This design comes from an exercise in tuning for small area, a short achievable clock period and few clock cycles per item on the open sky130 flow, not from production work.
Only simulation tests tie the RTL to the original design; equivalence was not proved.

==> inputs of run a <==
Design pedometer_step_detector, start of the top module:
module pedometer_step_detector
(
    input  wire logic               clk,
    input  wire logic               rst_n,
    input  wire logic               cfg_valid,
    output logic                    cfg_ready,
    input  wire logic [2:0]         cfg_index,
    input  wire logic [15:0]        cfg_data,
    input  wire logic               sample_valid,
    output logic                    sample_ready,
    input  wire logic signed [15:0] sample_accel_x,
    input  wire logic signed [15:0] sample_accel_y,
    input  wire logic signed [15:0] sample_accel_z,
    input  wire logic [31:0]        sample_time_ms,
    output logic                    result_valid,
    input  wire logic               result_ready,
    output logic                    result_step_event,
    output logic [10:0]             result_step_length_mm,
    output logic [31:0]             result_steps_total,
    output logic [31:0]             result_distance_mm,
    output logic [23:0]             result_smoothed_magnitude
);
    localparam int SQ_C  = 4;
    localparam int SQ_D  = 7;
    localparam int SQ_E  = 10;
    localparam int SQ_R1 = 12;
    localparam int SQ_R2 = 14;
    logic [15:0] cfg_thr;
    logic [15:0] cfg_gap;
    logic [15:0] cfg_high;
    logic [15:0] cfg_swing;
    logic [8:0]  cfg_w;         
    logic [8:0]  cfg_v;         
    assign cfg_ready = 1'b1;
    always_ff @(posedge clk or negedge rst_n)
    begin
        if (!rst_n)
        begin
            cfg_thr   <= psd_pkg::THRESHOLD_RESET;
            cfg_gap   <= psd_pkg::MIN_INTERVAL_RESET;
            cfg_high  <= psd_pkg::MAX_HIGH_RESET;
            cfg_swing <= psd_pkg::MIN_SWING_RESET;
            cfg_w     <= psd_pkg::WEIGHT_RESET;
            cfg_v     <= 9'd256 - psd_pkg::WEIGHT_RESET;
        end
        else if (cfg_valid)
        begin
            case (cfg_index)
                psd_pkg::REG_THRESHOLD:    cfg_thr   <= cfg_data;
  ...
Settings: LEC_CHECK=0, CAP_MARGIN=20, CORE_MARGIN=2, CORE_UTILIZATION=40, SETUP_SLACK_MARGIN=3, SLEW_MARGIN=20; clock period 10.0 ns.
run.sh (not shown) runs the stock make flow with config.mk's settings and CLKGATE_MAP_FILE= SYNTH_SCRIPT=/design/flow/synth_recipe.tcl, a recipe that flattens the netlist after the stock synthesis.
==> inputs of run b, as changes to run a <==
--- a/flow/design.v
+++ b/flow/design.v
@@ -17,3 +17,3 @@
     localparam logic [10:0] STRIDE_MAX   = 11'd1200;
-    localparam int DT_W = 10;
+    localparam int DT_W = 8;
 endpackage
- SETUP_SLACK_MARGIN: 3 -> 4.5
==> out/summary.txt <==
Status - finished clean
Syn avg cell area - 9.62 um2
First-pass GRT wire length - 316,000 um
Met1 Track Usage GR - 27.5%
Levels on crit path - 19
Distinct cells, synth - 104
Fraction of area in registers - 26.4%
Critical R2R Capture - b_lo[15]
Multi-In Gates - 5,511
Worst hold margin - 0.409 ns
Source of the figures above: run b

==> out/summary.txt <==
Fraction of area in registers - 27.8%
Levels on crit path - 20
Critical R2R Capture - level[23]
Syn avg cell area - 9.70 um2
Status - finished clean
Distinct cells, synth - 106
H-tree lvl count - 3
First-pass GRT wire length - 312,000 um
Multi-In Gates - 5,503
Met1 Track Usage GR - 26.1%
Source of the figures above: run a

Testbench counts of run a, summed over its fixed seeds: cycles 4,888, items 4,800.
Testbench counts of run b, summed over its fixed seeds: cycles 4,888, items 4,800.

* * *

==> job 3115 <==
pedometer_step_detector again, from the RTL that the note above started with.
clock: 10.0 ns
lec_check: 0
cap_margin: 20
core_margin: 2
core_utilization: 40
setup_slack_margin: 4
slew_margin: 20
==> inputs of job 578, as changes to job 3115 <==
--- a/flow/design.v
+++ b/flow/design.v
@@ -13,11 +13,11 @@
     localparam logic [8:0]  WEIGHT_RESET       = 9'd51;    
     localparam logic [23:0] LEVEL_RESET  = 24'd256000;
     localparam logic [23:0] TROUGH_RESET = 24'd512000;
     localparam logic [10:0] STRIDE_MIN   = 11'd400;
     localparam logic [10:0] STRIDE_MAX   = 11'd1200;
-    localparam int DT_W = 10;
+    localparam int DT_W = 8;
 endpackage
 `default_nettype wire
 `timescale 1ns / 1ps
 `default_nettype none
 module psd_sumsq
CORE_UTILIZATION = 65   (was 40)
SETUP_SLACK_MARGIN = 4.5   (was 4)
==> inputs of job 1742, as changes to job 3115 <==
--- a/flow/design.v
+++ b/flow/design.v
@@ -13,11 +13,11 @@
     localparam logic [8:0]  WEIGHT_RESET       = 9'd51;    
     localparam logic [23:0] LEVEL_RESET  = 24'd256000;
     localparam logic [23:0] TROUGH_RESET = 24'd512000;
     localparam logic [10:0] STRIDE_MIN   = 11'd400;
     localparam logic [10:0] STRIDE_MAX   = 11'd1200;
-    localparam int DT_W = 10;
+    localparam int DT_W = 8;
 endpackage
 `default_nettype wire
 `timescale 1ns / 1ps
 `default_nettype none
 module psd_sumsq
SETUP_SLACK_MARGIN = 5   (was 4)
==> inputs of job 2895, as changes to job 3115 <==
--- a/flow/design.v
+++ b/flow/design.v
@@ -13,11 +13,11 @@
     localparam logic [8:0]  WEIGHT_RESET       = 9'd51;    
     localparam logic [23:0] LEVEL_RESET  = 24'd256000;
     localparam logic [23:0] TROUGH_RESET = 24'd512000;
     localparam logic [10:0] STRIDE_MIN   = 11'd400;
     localparam logic [10:0] STRIDE_MAX   = 11'd1200;
-    localparam int DT_W = 10;
+    localparam int DT_W = 8;
 endpackage
 `default_nettype wire
 `timescale 1ns / 1ps
 `default_nettype none
 module psd_sumsq
@@ -1385,13 +1385,14 @@
     output logic [31:0]             result_distance_mm,
     output logic [23:0]             result_smoothed_magnitude
 );
     localparam int SQ_C  = 4;
     localparam int SQ_D  = 7;
-    localparam int SQ_E  = 10;
-    localparam int SQ_R1 = 12;
-    localparam int SQ_R2 = 14;
+    localparam int SQ_E  = 9;
+    localparam int SQ_R1 = 11;
+    localparam int SQ_R2 = 13;
+    localparam int SQ_R3 = 15;
     logic [15:0] cfg_thr;
     logic [15:0] cfg_gap;
     logic [15:0] cfg_high;
     logic [15:0] cfg_swing;
     logic [8:0]  cfg_w;         
@@ -1433,19 +1434,20 @@
                 end
             endcase
         end
     end
     logic en;
-    logic a_v, b_v, c_v, d_v, e_v, r1_v, r2_v, r3_v, f_v, g_v;
+    logic a_v, b_v, c_v, d_v, e_v, r1_v, r2_v, r3_v, r4_v, f_v, g_v;
     logic a_big;
     logic drained;
     logic hold_a;
     logic fire;
     logic sync;
     logic o_v;
     assign en           = !o_v || result_ready;
-    assign drained      = !(b_v || c_v || d_v || e_v || r1_v || r2_v || r3_v || f_v || g_v);
+    assign drained      = !(b_v || c_v || d_v || e_v || r1_v || r2_v || r3_v || r4_v || f_v ||
+                            g_v);
     assign hold_a       = a_v && a_big && !drained;
     assign sample_ready = en && !hold_a;
     assign fire         = sample_valid && sample_ready;
     assign sync         = en && a_v && a_big && drained;
     always_ff @(posedge clk or negedge rst_n)
@@ -1458,10 +1460,11 @@
             d_v  <= 1'b0;
             e_v  <= 1'b0;
             r1_v <= 1'b0;
             r2_v <= 1'b0;
             r3_v <= 1'b0;
+            r4_v <= 1'b0;
             f_v  <= 1'b0;
             g_v  <= 1'b0;
             o_v  <= 1'b0;
         end
         else if (en)
@@ -1475,44 +1478,49 @@
             d_v  <= c_v;
             e_v  <= d_v;
             r1_v <= e_v;
             r2_v <= r1_v;
             r3_v <= r2_v;
-            f_v  <= r3_v;
+            r4_v <= r3_v;
+            f_v  <= r4_v;
             g_v  <= f_v;
             o_v  <= g_v;
         end
     end
     logic [15:0] a_x, a_y, a_z;
-    logic [31:0] a_t;
-    logic [31:0] a_d;
+    logic [31:0] a_t, a_p;
     logic [15:0] abs_x, abs_y, abs_z;
-    logic [31:0] dt_in;
-    assign abs_x = sample_accel_x[15] ? 16'(-sample_accel_x) : sample_accel_x;
-    assign abs_y = sample_accel_y[15] ? 16'(-sample_accel_y) : sample_accel_y;
-    assign abs_z = sample_accel_z[15] ? 16'(-sample_accel_z) : sample_accel_z;
-    assign dt_in = sample_time_ms - a_t;
+    logic [31-psd_pkg::DT_W:0] t_hi1;
+    logic        same_hi, next_hi, lo_ge;
+    assign abs_x   = sample_accel_x[15] ? 16'(-sample_accel_x) : sample_accel_x;
+    assign abs_y   = sample_accel_y[15] ? 16'(-sample_accel_y) : sample_accel_y;
+    assign abs_z   = sample_accel_z[15] ? 16'(-sample_accel_z) : sample_accel_z;
+    assign t_hi1   = a_t[31:psd_pkg::DT_W] + 1'b1;
+    assign same_hi = sample_time_ms[31:psd_pkg::DT_W] == a_t[31:psd_pkg::DT_W];
+    assign next_hi = sample_time_ms[31:psd_pkg::DT_W] == t_hi1;
+    assign lo_ge   = sample_time_ms[psd_pkg::DT_W-1:0] >= a_t[psd_pkg::DT_W-1:0];
     always_ff @(posedge clk or negedge rst_n)
     begin
         if (!rst_n)
         begin
             a_t <= 32'd0;
+            a_p <= 32'd0;
         end
         else if (fire)
         begin
             a_t <= sample_time_ms;
+            a_p <= a_t;
         end
     end
     always_ff @(posedge clk)
     begin
         if (fire)
         begin
             a_x   <= abs_x;
             a_y   <= abs_y;
             a_z   <= abs_z;
-            a_d   <= dt_in;
-            a_big <= dt_in[31:psd_pkg::DT_W] != '0;
+            a_big <= !((same_hi && lo_ge) || (next_hi && !lo_ge));
         end
     end
     logic [31:0] sq_ra, sq_rb;
     logic [16:0] lo_sum;
     logic [15:0] b_lo, b_ha, b_hb;
@@ -1533,21 +1541,21 @@
         begin
             b_lo <= lo_sum[15:0];
             b_c  <= lo_sum[16];
             b_ha <= sq_ra[31:16];
             b_hb <= sq_rb[31:16];
-            b_d  <= a_big ? '0 : a_d[psd_pkg::DT_W-1:0];
+            b_d  <= a_big ? '0 : a_t[psd_pkg::DT_W-1:0] - a_p[psd_pkg::DT_W-1:0];
         end
     end
     logic [31:0] b_e;
-    logic [17:0] c_rem_n, d_rem_n, e_rem_n, r1_rem_n, r2_rem_n, r3_rem_n;
-    logic [15:0] c_root_n, d_root_n, e_root_n, r1_root_n, r2_root_n, r3_root_n;
-    logic [31:0] c_rad, d_rad, e_rad, r1_rad, r2_rad;
-    logic [17:0] c_rem, d_rem, e_rem, r1_rem, r2_rem;
-    logic [15:0] c_root, d_root, e_root, r1_root, r2_root;
-    logic [15:0] r3_root;
-    logic [psd_pkg::DT_W-1:0] c_d, d_d, e_d, r1_d, r2_d, r3_d;
+    logic [17:0] c_rem_n, d_rem_n, e_rem_n, r1_rem_n, r2_rem_n, r3_rem_n, r4_rem_n;
+    logic [15:0] c_root_n, d_root_n, e_root_n, r1_root_n, r2_root_n, r3_root_n, r4_root_n;
+    logic [31:0] c_rad, d_rad, e_rad, r1_rad, r2_rad, r3_rad;
+    logic [17:0] c_rem, d_rem, e_rem, r1_rem, r2_rem, r3_rem;
+    logic [15:0] c_root, d_root, e_root, r1_root, r2_root, r3_root;
+    logic [15:0] r4_root;
+    logic [psd_pkg::DT_W-1:0] c_d, d_d, e_d, r1_d, r2_d, r3_d, r4_d;
     assign b_e = {b_ha + b_hb + {15'd0, b_c}, b_lo};
     psd_sqrt_seg #(.FIRST(0), .LAST(SQ_C)) u_sq_c
     (
         .rad    (b_e),
         .rem_i  (18'd0),
@@ -1585,18 +1593,26 @@
         .rem_i  (r1_rem),
         .root_i (r1_root),
         .rem_o  (r2_rem_n),
         .root_o (r2_root_n)
     );
-    psd_sqrt_seg #(.FIRST(SQ_R2), .LAST(16)) u_sq_r3
+    psd_sqrt_seg #(.FIRST(SQ_R2), .LAST(SQ_R3)) u_sq_r3
     (
         .rad    (r2_rad),
         .rem_i  (r2_rem),
         .root_i (r2_root),
         .rem_o  (r3_rem_n),
         .root_o (r3_root_n)
     );
+    psd_sqrt_seg #(.FIRST(SQ_R3), .LAST(16)) u_sq_r4
+    (
+        .rad    (r3_rad),
+        .rem_i  (r3_rem),
+        .root_i (r3_root),
+        .rem_o  (r4_rem_n),
+        .root_o (r4_root_n)
+    );
     always_ff @(posedge clk)
     begin
         if (en)
         begin
             c_rad   <= b_e & ((32'd1 << (32 - 2*SQ_C)) - 32'd1);
@@ -1617,37 +1633,41 @@
             r1_d    <= e_d;
             r2_rad  <= r1_rad & ((32'd1 << (32 - 2*SQ_R2)) - 32'd1);
             r2_rem  <= r2_rem_n;
             r2_root <= r2_root_n;
             r2_d    <= r1_d;
+            r3_rad  <= r2_rad & ((32'd1 << (32 - 2*SQ_R3)) - 32'd1);
+            r3_rem  <= r3_rem_n;
             r3_root <= r3_root_n;
             r3_d    <= r2_d;
+            r4_root <= r4_root_n;
+            r4_d    <= r3_d;
         end
     end
     logic [23:0] f_p;
     logic [23:0] f_p_n;
     logic [psd_pkg::DT_W-1:0] f_d;
     psd_wmul u_wmul
     (
         .w (cfg_w),
-        .r (r3_root),
+        .r (r4_root),
         .p (f_p_n)
     );
     always_ff @(posedge clk)
     begin
         if (en)
         begin
             f_p <= f_p_n;
-            f_d <= r3_d;
+            f_d <= r4_d;
         end
     end
     logic [23:0] level;
     logic [23:0] level_n;
     logic [psd_pkg::DT_W-1:0] g_d;
     logic [psd_pkg::DT_W:0]   s_g;
-    logic [31:0] el_g;
-    logic [31:0] rd_g;
+    logic [16:0] el_lo, rd_lo;
+    logic        el_hi0, rd_hi0;
     logic [10:0] rom_g;
     logic        g_gt, g_tmoa, g_tmob, g_ebig;
     logic [10:0] g_rom;
     logic [23:0] peak, trough;
     logic        armed;
@@ -1659,15 +1679,17 @@
         .l (level),
         .p (f_p),
         .n (level_n)
     );
     assign s_g  = {1'b0, g_v ? g_d : '0} + {1'b0, f_d};
-    assign el_g = al + 32'(s_g);
-    assign rd_g = ar + 32'(s_g);
+    assign el_lo  = {1'b0, al[15:0]} + 17'(s_g);
+    assign rd_lo  = {1'b0, ar[15:0]} + 17'(s_g);
+    assign el_hi0 = el_lo[16] ? (al[31:16] == 16'hFFFF) : (al[31:16] == 16'd0);
+    assign rd_hi0 = rd_lo[16] ? (ar[31:16] == 16'hFFFF) : (ar[31:16] == 16'd0);
     psd_stride_rom u_rom
     (
-        .e (el_g[9:0]),
+        .e (el_lo[9:0]),
         .q (rom_g)
     );
     always_ff @(posedge clk or negedge rst_n)
     begin
         if (!rst_n)
@@ -1682,24 +1704,24 @@
     always_ff @(posedge clk)
     begin
         if (en)
         begin
             g_d    <= f_d;
-            g_gt   <= el_g > {16'd0, cfg_gap};
-            g_tmoa <= rd_g > {16'd0, cfg_high};
+            g_gt   <= !el_hi0 || (el_lo[15:0] > cfg_gap);
+            g_tmoa <= !rd_hi0 || (rd_lo[15:0] > cfg_high);
             g_tmob <= {{(32-psd_pkg::DT_W){1'b0}}, f_d} > {16'd0, cfg_high};
-            g_ebig <= el_g[31:10] != '0;
+            g_ebig <= !el_hi0 || (el_lo[15:10] != '0);
             g_rom  <= rom_g;
         end
     end
     logic        tmo, a1, rise_ev, fall, swing_ok, step;
     logic        clear;
     logic [23:0] pk, tr;
     logic [23:0] thr_q;
     logic [24:0] swing_q;
     logic [26:0] sw1, sw2, sw3;
-    logic [31:0] h_add;
+    logic [31:0] h_add, h_sub;
     logic [31:0] x_r, x_l;
     logic [10:0] h_stride;
     assign thr_q    = {cfg_thr, 8'd0};
     assign swing_q  = {1'b0, cfg_swing, 8'd0};
     assign tmo      = armed && (h_rflag ? g_tmob : g_tmoa);
@@ -1713,13 +1735,14 @@
     assign sw3      = {3'd0, level} + {3'b111, ~trough} + {2'b11, ~swing_q} + 27'd1;
     assign swing_ok = !sw1[26] || !sw2[26] || !sw3[26];
     assign step     = fall && g_gt && swing_ok;
     assign clear    = tmo || fall;
     assign h_stride = g_ebig ? psd_pkg::STRIDE_MIN : g_rom;
-    assign h_add = g_v ? {{(32-psd_pkg::DT_W){1'b0}}, g_d} : a_d;
-    assign x_r   = ar + h_add;
-    assign x_l   = al + h_add;
+    assign h_add = g_v ? {{(32-psd_pkg::DT_W){1'b0}}, g_d} : a_t;
+    assign h_sub = g_v ? 32'd0 : a_p;
+    assign x_r   = ar + h_add - h_sub;
+    assign x_l   = al + h_add - h_sub;
     always_ff @(posedge clk or negedge rst_n)
     begin
         if (!rst_n)
         begin
             peak   <= 24'd0;
SETUP_SLACK_MARGIN = 4.5   (was 4)
==> metrics.md <==
| Metric | Value |
|---|---|
| Final critical-path required period | `5.57 ns` |
| Instance count on the critical path | `20` |
| Number of clock buffers inserted by TritonCTS | `95` |
| Longest individual stage delay on the worst path | `0.52 ns` |
| Global-route met1 utilization | `28.5%` |
| Endpoint, Worst Hold | `r3_d[4]` |
| Sinks on Clock Net | `782` |
| Cell Chain, Critical Path | `buf_12 > and2_4 > fa_1 > inv_1 > fa_1 > fa_1 > inv_2 > fa_1 > inv_1 > fa_1 > inv_1 > fa_1 > inv_1 > fa_1 > inv_2 > ha_4 > or3_1 > o21ai_1 > a21oi_1 > xor2_1` |
| Clock transition at the register clock pins on the worst setup and hold paths after CTS | `0.06 ns` |
| Cell count after synthesis | `7523` |
| Status | `no timing/DRC/antenna violations` |
(the above is from job 1742)
==> metrics.md <==
| Metric | Value |
|---|---|
| First-pass GRT wire length | `314000 um` |
| Sinks on Clock Net | `800` |
| Number of clock buffers inserted by TritonCTS | `97` |
| Cell Chain, Critical Path | `and2_1 > ha_1 > inv_1 > fa_1 > inv_1 > ha_1 > a21o_1 > a21oi_1 > xnor2_2 > buf_4 > inv_2 > buf_4 > nor2_2 > o211ai_1 > o211ai_1 > o21ai_0 > a211oi_1 > a311oi_1 > o32ai_1` |
| Instance count on the critical path | `19` |
| Clock transition at the register clock pins on the worst setup and hold paths after CTS | `0.06 ns` |
| Cell count after synthesis | `7498` |
| Longest individual stage delay on the worst path | `0.56 ns` |
| Final critical-path required period | `6.00 ns` |
| Status | `no timing/DRC/antenna violations` |
| Overflow left after global routing | `0` |
| Non-clock buffering overhead in the final layout | `4.20%` |
(the above is from job 3115)
==> metrics.md <==
| Metric | Value |
|---|---|
| Status | `no timing/DRC/antenna violations` |
| Sinks on Clock Net | `782` |
| Number of clock buffers inserted by TritonCTS | `90` |
| Cell Chain, Critical Path | `ha_4 > or3_4 > o22ai_4 > a211oi_2 > nand2b_4 > nor2_4 > a21oi_4 > ha_4 > nand2_1 > or4_4 > o211ai_1 > a31oi_1 > o31ai_1 > nand3b_1 > inv_2 > nor3_4 > xnor2_2 > ha_1 > and2_4 > a21o_1 > o41a_1 > a21boi_4 > mux2_4` |
| Endpoint, Worst Hold | `e_d[2]` |
| Clock transition at the register clock pins on the worst setup and hold paths after CTS | `0.07 ns` |
| Final critical-path required period | `5.60 ns` |
| Cell count after synthesis | `7523` |
| Met3 demand-to-capacity share in global routing | `5.71%` |
| Global-route met1 utilization | `46.8%` |
| Longest individual stage delay on the worst path | `0.45 ns` |
| Instance count on the critical path | `23` |
(the above is from job 578)
==> metrics.md <==
| Metric | Value |
|---|---|
| Longest individual stage delay on the worst path | `0.57 ns` |
| Instance count on the critical path | `24` |
| Wire length on met3 | `9300 um` |
| Sinks on Clock Net | `824` |
| Post-detailed-placement cell area | `79800 um^2` |
| Post-synth EDFFs | `467` |
| Clock transition at the register clock pins on the worst setup and hold paths after CTS | `0.06 ns` |
| Largest net degree at the start of global routing | `155` |
| Sequential cells | `824` |
| Cell count after synthesis | `7761` |
| Worst slack after detailed placement | `3.38 ns` |
| Number of clock buffers inserted by TritonCTS | `98` |
| Endpoint, Worst Hold | `c_rad[15]` |
| Status | `no timing/DRC/antenna violations` |
(the above is from job 2895)
Testbench counts of job 3115, summed over its fixed seeds: cycles 4,888, items 4,800.
Testbench counts of job 578, summed over its fixed seeds: cycles 4,888, items 4,800.
Testbench counts of job 1742, summed over its fixed seeds: cycles 4,888, items 4,800.
Testbench counts of job 2895, summed over its fixed seeds: cycles 4,896, items 4,800.

==> port drivers added, routing unchanged <==
In the flow no input, the clock included, has a driving cell. The finished layouts below were timed again as built, in two steps.
Step 1 sets driving cells, clkbuf_16 on the clock port and buf_2 on the other inputs (assumed; they add their load-dependent delay and slew).
Step 2 moves the port delays by t, midway between the first and last clock arrival at a register: inputs arrive t later, outputs are due t later. That takes back most of the time a late clock gives input paths.
Slacks: ideal ports / drivers / drivers and shift; pairs: ideal ports / drivers.
| run | shift t [ns] | setup WS [ns] | worst setup path after step 2 | slew at the worst register clock pin (ns) | cell pins on the clock port's net |
|---|---|---|---|---|---|
| run a | 0.798 | 3.509 / 3.509 / 3.426 | input to register | 0.07 / 0.07 | 1 |
| run b | 0.809 | 4.420 / 4.420 / 3.748 | input to register | 0.07 / 0.07 | 1 |
| job 3115 | 0.799 | 4.000 / 4.000 / 3.767 | input to register | 0.07 / 0.07 | 1 |
| job 578 | 0.766 | 4.400 / 4.400 / 3.849 | input to register | 0.07 / 0.07 | 1 |
| job 1742 | 0.810 | 4.428 / 4.428 / 3.957 | input to register | 0.07 / 0.07 | 1 |
| job 2895 | 0.799 | 4.249 / 4.249 / 4.087 | input to register | 0.07 / 0.07 | 1 |
After both steps every run listed still meets setup and hold. The setup slack of run b, which loses most, moves by 0.000 ns with the drivers and by -0.672 ns with both steps.
